Background: an optimization exercise with open tools, aiming at small area, a short achievable clock period and few clock cycles per item. Do not read the settings as production practice.
Power and IR drop assume default switching activity.

==> inputs of v11 <==
Design iot_filter_top, start of the top module:
module iot_filter_top
(
    input  logic         clk,
    input  logic         rst,
    input  logic         in_en,
    input  logic [7:0]   iot_in,
    input  logic [2:0]   fn_sel,
    output logic         busy,
    output logic         valid,
    output logic [127:0] iot_out
);
==> module iot_filter_top, before the edit <==
module iot_filter_top
(
    input  logic         clk,
    input  logic         rst,
    input  logic         in_en,
    input  logic [7:0]   iot_in,
    input  logic [2:0]   fn_sel,
    output logic         busy,
    output logic         valid,
    output logic [127:0] iot_out
);
    logic is_crc, is_top, is_rank;
    always_ff @(posedge clk) begin
        is_crc  <= (fn_sel == 3'd3);
        is_top  <= (fn_sel == 3'd4);
        is_rank <= (fn_sel == 3'd4) || (fn_sel == 3'd5);
    end
    logic       in_v;
    logic [7:0] cur;
    always_ff @(posedge clk) cur <= iot_in;
    logic [3:0]   bi;              
    logic [3:0]   rc;              
    logic [2:0]   wc;              
    function automatic logic [3:0] step4(logic [3:0] x);
        step4 = {x[2:0], x[3] ^ x[0] ^ (x[2:0] == 3'd0)};
    endfunction
    function automatic logic [2:0] step3(logic [2:0] x);
        step3 = {x[1:0], x[2] ^ x[0] ^ (x[1:0] == 2'd0)};
    endfunction
    localparam logic [3:0] LAST4 = 4'b1000;
    localparam logic [2:0] WC1   = 3'b001;
    localparam logic [2:0] WC7   = 3'b100;
    logic         mv;              
    logic         dA, wA, dB, wB;  
    logic [127:0] r0, r1;
    wire [7:0] tA = r0[127:120];
    wire [7:0] tB = r1[127:120];
    wire first_byte = (bi == 4'd0);
    wire last_byte  = (bi == LAST4);
    wire keepA      = dA && !first_byte;
    wire keepB      = dB && !first_byte;
    logic rot;
    logic eqA, gtA, eqB, gtB;
    wire [7:0] nA = rot ? r0[119:112] : r0[127:120];
    wire [7:0] nB = rot ? r1[119:112] : r1[127:120];
    always_ff @(posedge clk) begin
        eqA <= (iot_in == nA);
        gtA <= is_top ? (iot_in > nA) : (iot_in < nA);
        eqB <= (iot_in == nB);
        gtB <= is_top ? (iot_in > nB) : (iot_in < nB);
    end
    wire dA_n  = keepA || !eqA;
    wire wA_n  = keepA ? wA : gtA;
    wire dB_n  = keepB || !eqB;
    wire wB_n  = keepB ? wB : gtB;
    wire winA  = dA_n && wA_n;
    wire winB  = dB_n && wB_n;
    wire loseB = dB_n && !wB_n;
    logic [7:0] b0, b1;
    always_comb begin
        b0 = mv ? tB : tA;
        b1 = tB;
        if (in_v) begin
            if (wc == 3'd0) begin
                b1 = cur;
            end else if (wc == WC1) begin
                b0 = winB ? cur : tB;
                b1 = winB ? tB : cur;
            end else begin
                b0 = winA ? cur : tA;
                b1 = winA ? tA : (loseB ? tB : cur);
            end
        end
    end
    function automatic logic [2:0] crc_fold(logic [2:0] seed, logic [7:0] data);
        logic [2:0] c;
        logic       fb;
        c = seed;
        for (int i = 7; i >= 0; i--) begin
            fb = c[2] ^ data[i];
            c  = {c[1:0], 1'b0} ^ (fb ? 3'b011 : 3'b000);
        end
        crc_fold = c;
    endfunction
    wire [2:0] crc_n = crc_fold(first_byte ? 3'd0 : r0[2:0], cur);
    always_ff @(posedge clk) begin
        if (in_v) begin
            dA <= dA_n;
            wA <= wA_n;
            dB <= dB_n;
            wB <= wB_n;
        end
    end
    always_ff @(posedge clk) begin
        if (rot) begin
            r0[127:16] <= r0[119:8];
            r0[15:8]   <= is_crc ? 8'd0 : r0[7:0];
            r0[7:0]    <= is_crc ? {5'd0, crc_n} : b0;
            r1         <= {r1[119:0], b1};
        end
    end
    wire       end_word = in_v && last_byte;
    wire [3:0] bi_n  = in_v ? step4(bi) : bi;
    wire [3:0] rc_n  = rot ? step4(rc) : rc;
    wire       mv_n  = (end_word && is_rank && wc == WC7) || (mv && !(rc == LAST4));
    wire       in_v_n = in_en && !busy;
    wire       busy_n = !in_v_n && (mv_n || rc_n != bi_n) && (step4(rc_n) != bi_n);
    wire       rot_n  = in_v_n || mv_n || (rc_n != bi_n);
    always_ff @(posedge clk or posedge rst) begin
        if (rst) begin
            in_v  <= 1'b0;
            bi    <= 4'd0;
            rc    <= 4'd0;
            wc    <= 3'd0;
            mv    <= 1'b0;
            busy  <= 1'b0;
            rot   <= 1'b0;
            valid <= 1'b0;
        end else begin
            in_v <= in_v_n;
            bi   <= bi_n;
            rc   <= rc_n;
            mv   <= mv_n;
            busy <= busy_n;
            rot  <= rot_n;
            if (end_word) wc <= step3(wc);
            valid <= (end_word && (is_crc || (is_rank && wc == WC7)))
                     || (mv && rc == LAST4);
        end
    end
    assign iot_out = r0;
endmodule
clock: 7.0 ns
lec_check: 0
cap_margin: 20
core_margin: 2
core_utilization: 40
cts_cluster_diameter: 100
cts_cluster_size: 30
setup_slack_margin: 4.6
slew_margin: 20
standard.sh (not shown) runs the stock make flow with config.mk's settings and CLKGATE_MAP_FILE= SYNTH_SCRIPT=/design/flow/synth_recipe.tcl, a recipe that flattens the netlist after the stock synthesis.
==> flow/flow/run.sh <==
#!/bin/bash
# Standard ORFS layout, with the port buffers made from plain buffers
# (sky130_fd_sc_hd__buf_1, resized by timing repair) instead of the slow
# delay cells buffer_ports picks by default.
set -euo pipefail
bash standard.sh "BUFFER_PORTS_ARGS=-buffer_cell sky130_fd_sc_hd__buf_1" finish > standard_flow.log 2>&1
==> v33: changes against v11 <==
--- a/flow/design.v
+++ b/flow/design.v
@@ -47,41 +47,23 @@
     logic [3:0]   bi;              
     logic [3:0]   rc;              
     logic [2:0]   wc;              
-    function automatic logic [3:0] step4(logic [3:0] x);
-        step4 = {x[2:0], x[3] ^ x[0] ^ (x[2:0] == 3'd0)};
-    endfunction
-    function automatic logic [2:0] step3(logic [2:0] x);
-        step3 = {x[1:0], x[2] ^ x[0] ^ (x[1:0] == 2'd0)};
-    endfunction
-    localparam logic [3:0] LAST4 = 4'b1000;
-    localparam logic [2:0] WC1   = 3'b001;
-    localparam logic [2:0] WC7   = 3'b100;
     logic         mv;              
     logic         dA, wA, dB, wB;  
     logic [127:0] r0, r1;
     wire [7:0] tA = r0[127:120];
     wire [7:0] tB = r1[127:120];
     wire first_byte = (bi == 4'd0);
-    wire last_byte  = (bi == LAST4);
+    wire last_byte  = (bi == 4'd15);
     wire keepA      = dA && !first_byte;
     wire keepB      = dB && !first_byte;
-    logic rot;
-    logic eqA, gtA, eqB, gtB;
-    wire [7:0] nA = rot ? r0[119:112] : r0[127:120];
-    wire [7:0] nB = rot ? r1[119:112] : r1[127:120];
-    always_ff @(posedge clk) begin
-        eqA <= (iot_in == nA);
-        gtA <= is_top ? (iot_in > nA) : (iot_in < nA);
-        eqB <= (iot_in == nB);
-        gtB <= is_top ? (iot_in > nB) : (iot_in < nB);
-    end
-    wire dA_n  = keepA || !eqA;
-    wire wA_n  = keepA ? wA : gtA;
-    wire dB_n  = keepB || !eqB;
-    wire wB_n  = keepB ? wB : gtB;
+    wire dA_n = keepA || (cur != tA);
+    wire wA_n = keepA ? wA : (is_top ? (cur > tA) : (cur < tA));
+    wire dB_n = keepB || (cur != tB);
+    wire wB_n = keepB ? wB : (is_top ? (cur > tB) : (cur < tB));
     wire winA  = dA_n && wA_n;
     wire winB  = dB_n && wB_n;
     wire loseB = dB_n && !wB_n;
+    wire rot = in_v || mv || (rc != bi);
     logic [7:0] b0, b1;
     always_comb begin
         b0 = mv ? tB : tA;
@@ -89,7 +71,7 @@
         if (in_v) begin
             if (wc == 3'd0) begin
                 b1 = cur;
-            end else if (wc == WC1) begin
+            end else if (wc == 3'd1) begin
                 b0 = winB ? cur : tB;
                 b1 = winB ? tB : cur;
             end else begin
@@ -110,14 +92,6 @@
     endfunction
     wire [2:0] crc_n = crc_fold(first_byte ? 3'd0 : r0[2:0], cur);
     always_ff @(posedge clk) begin
-        if (in_v) begin
-            dA <= dA_n;
-            wA <= wA_n;
-            dB <= dB_n;
-            wB <= wB_n;
-        end
-    end
-    always_ff @(posedge clk) begin
         if (rot) begin
             r0[127:16] <= r0[119:8];
             r0[15:8]   <= is_crc ? 8'd0 : r0[7:0];
@@ -126,12 +100,11 @@
         end
     end
     wire       end_word = in_v && last_byte;
-    wire [3:0] bi_n  = in_v ? step4(bi) : bi;
-    wire [3:0] rc_n  = rot ? step4(rc) : rc;
-    wire       mv_n  = (end_word && is_rank && wc == WC7) || (mv && !(rc == LAST4));
+    wire [3:0] bi_n  = in_v ? bi + 4'd1 : bi;
+    wire [3:0] rc_n  = rot ? rc + 4'd1 : rc;
+    wire       mv_n  = (end_word && is_rank && wc == 3'd7) || (mv && !(rc == 4'd15));
     wire       in_v_n = in_en && !busy;
-    wire       busy_n = !in_v_n && (mv_n || rc_n != bi_n) && (step4(rc_n) != bi_n);
-    wire       rot_n  = in_v_n || mv_n || (rc_n != bi_n);
+    wire       busy_n = !in_v_n && (mv_n || rc_n != bi_n) && (rc_n + 4'd1 != bi_n);
     always_ff @(posedge clk or posedge rst) begin
         if (rst) begin
             in_v  <= 1'b0;
@@ -140,18 +113,26 @@
             wc    <= 3'd0;
             mv    <= 1'b0;
             busy  <= 1'b0;
-            rot   <= 1'b0;
             valid <= 1'b0;
+            dA    <= 1'b0;
+            wA    <= 1'b0;
+            dB    <= 1'b0;
+            wB    <= 1'b0;
         end else begin
             in_v <= in_v_n;
             bi   <= bi_n;
             rc   <= rc_n;
             mv   <= mv_n;
             busy <= busy_n;
-            rot  <= rot_n;
-            if (end_word) wc <= step3(wc);
-            valid <= (end_word && (is_crc || (is_rank && wc == WC7)))
-                     || (mv && rc == LAST4);
+            if (in_v) begin
+                dA <= dA_n;
+                wA <= wA_n;
+                dB <= dB_n;
+                wB <= wB_n;
+            end
+            if (end_word) wc <= wc + 3'd1;
+            valid <= (end_word && (is_crc || (is_rank && wc == 3'd7)))
+                     || (mv && rc == 4'd15);
         end
     end
     assign iot_out = r0;
Settings changed: SETUP_SLACK_MARGIN 4.6 to 5.
==> notes.md <==
status=no timing/DRC/antenna violations; Signal buf overhead=0.210; proportion of synthesized area in mux cells=0.0133; crit-path cells=ha_1 > a21boi_2 > or3_4 > o211ai_4 > a221o_1 > o221ai_4 > buf_6 > a221oi_4; Die X=164 microns; Synth Area in Adders=0.0292; clk_skew=22.6 ps; layout net count=948; Seq/Total Area, Yosys=0.816
That was v33.
==> notes.md <==
via count=5861; Max Freq=392 MHz; crit-path cells=clkbuf_2; DR WL met3=1610 microns; status=no timing/DRC/antenna violations; clk_skew=12.8 ps; switching power=1.85 mW; layout net count=856; Die X=167 microns; Signal buf overhead=0.114; top cell type's share of synthesized area=0.738; Residual DRC=0
That was v11.
No run of this note included a check of the RTL's function; only the layout flow was run.

-- what the ideal ports hide --
Ports are ideal in the flow. The routed layouts listed here were re-timed in OpenROAD.
Step 1 sets driving cells, clkbuf_16 on the clock port and buf_2 on the other inputs (assumed; they add their load-dependent delay and slew).
Step 2 moves the port delays by t, midway between the first and last clock arrival at a register: inputs arrive t later, outputs are due t later. That takes back most of the time a late clock gives input paths.
Slacks: ideal ports / drivers / drivers and shift; pairs: ideal ports / drivers.
run	t, ns	setup WS [ns]	slew at the worst register clock pin (ns)	worst slew at a driven data input, ns
v11	0.522	4.450 / 4.404 / 4.251	0.11 / 0.11	0.05
v33	0.526	4.244 / 4.244 / 4.244	0.11 / 0.11	0.06
After both steps every run listed still meets setup and hold. The setup slack of v11, which loses most, moves by -0.046 ns with the drivers and by -0.199 ns with both steps.
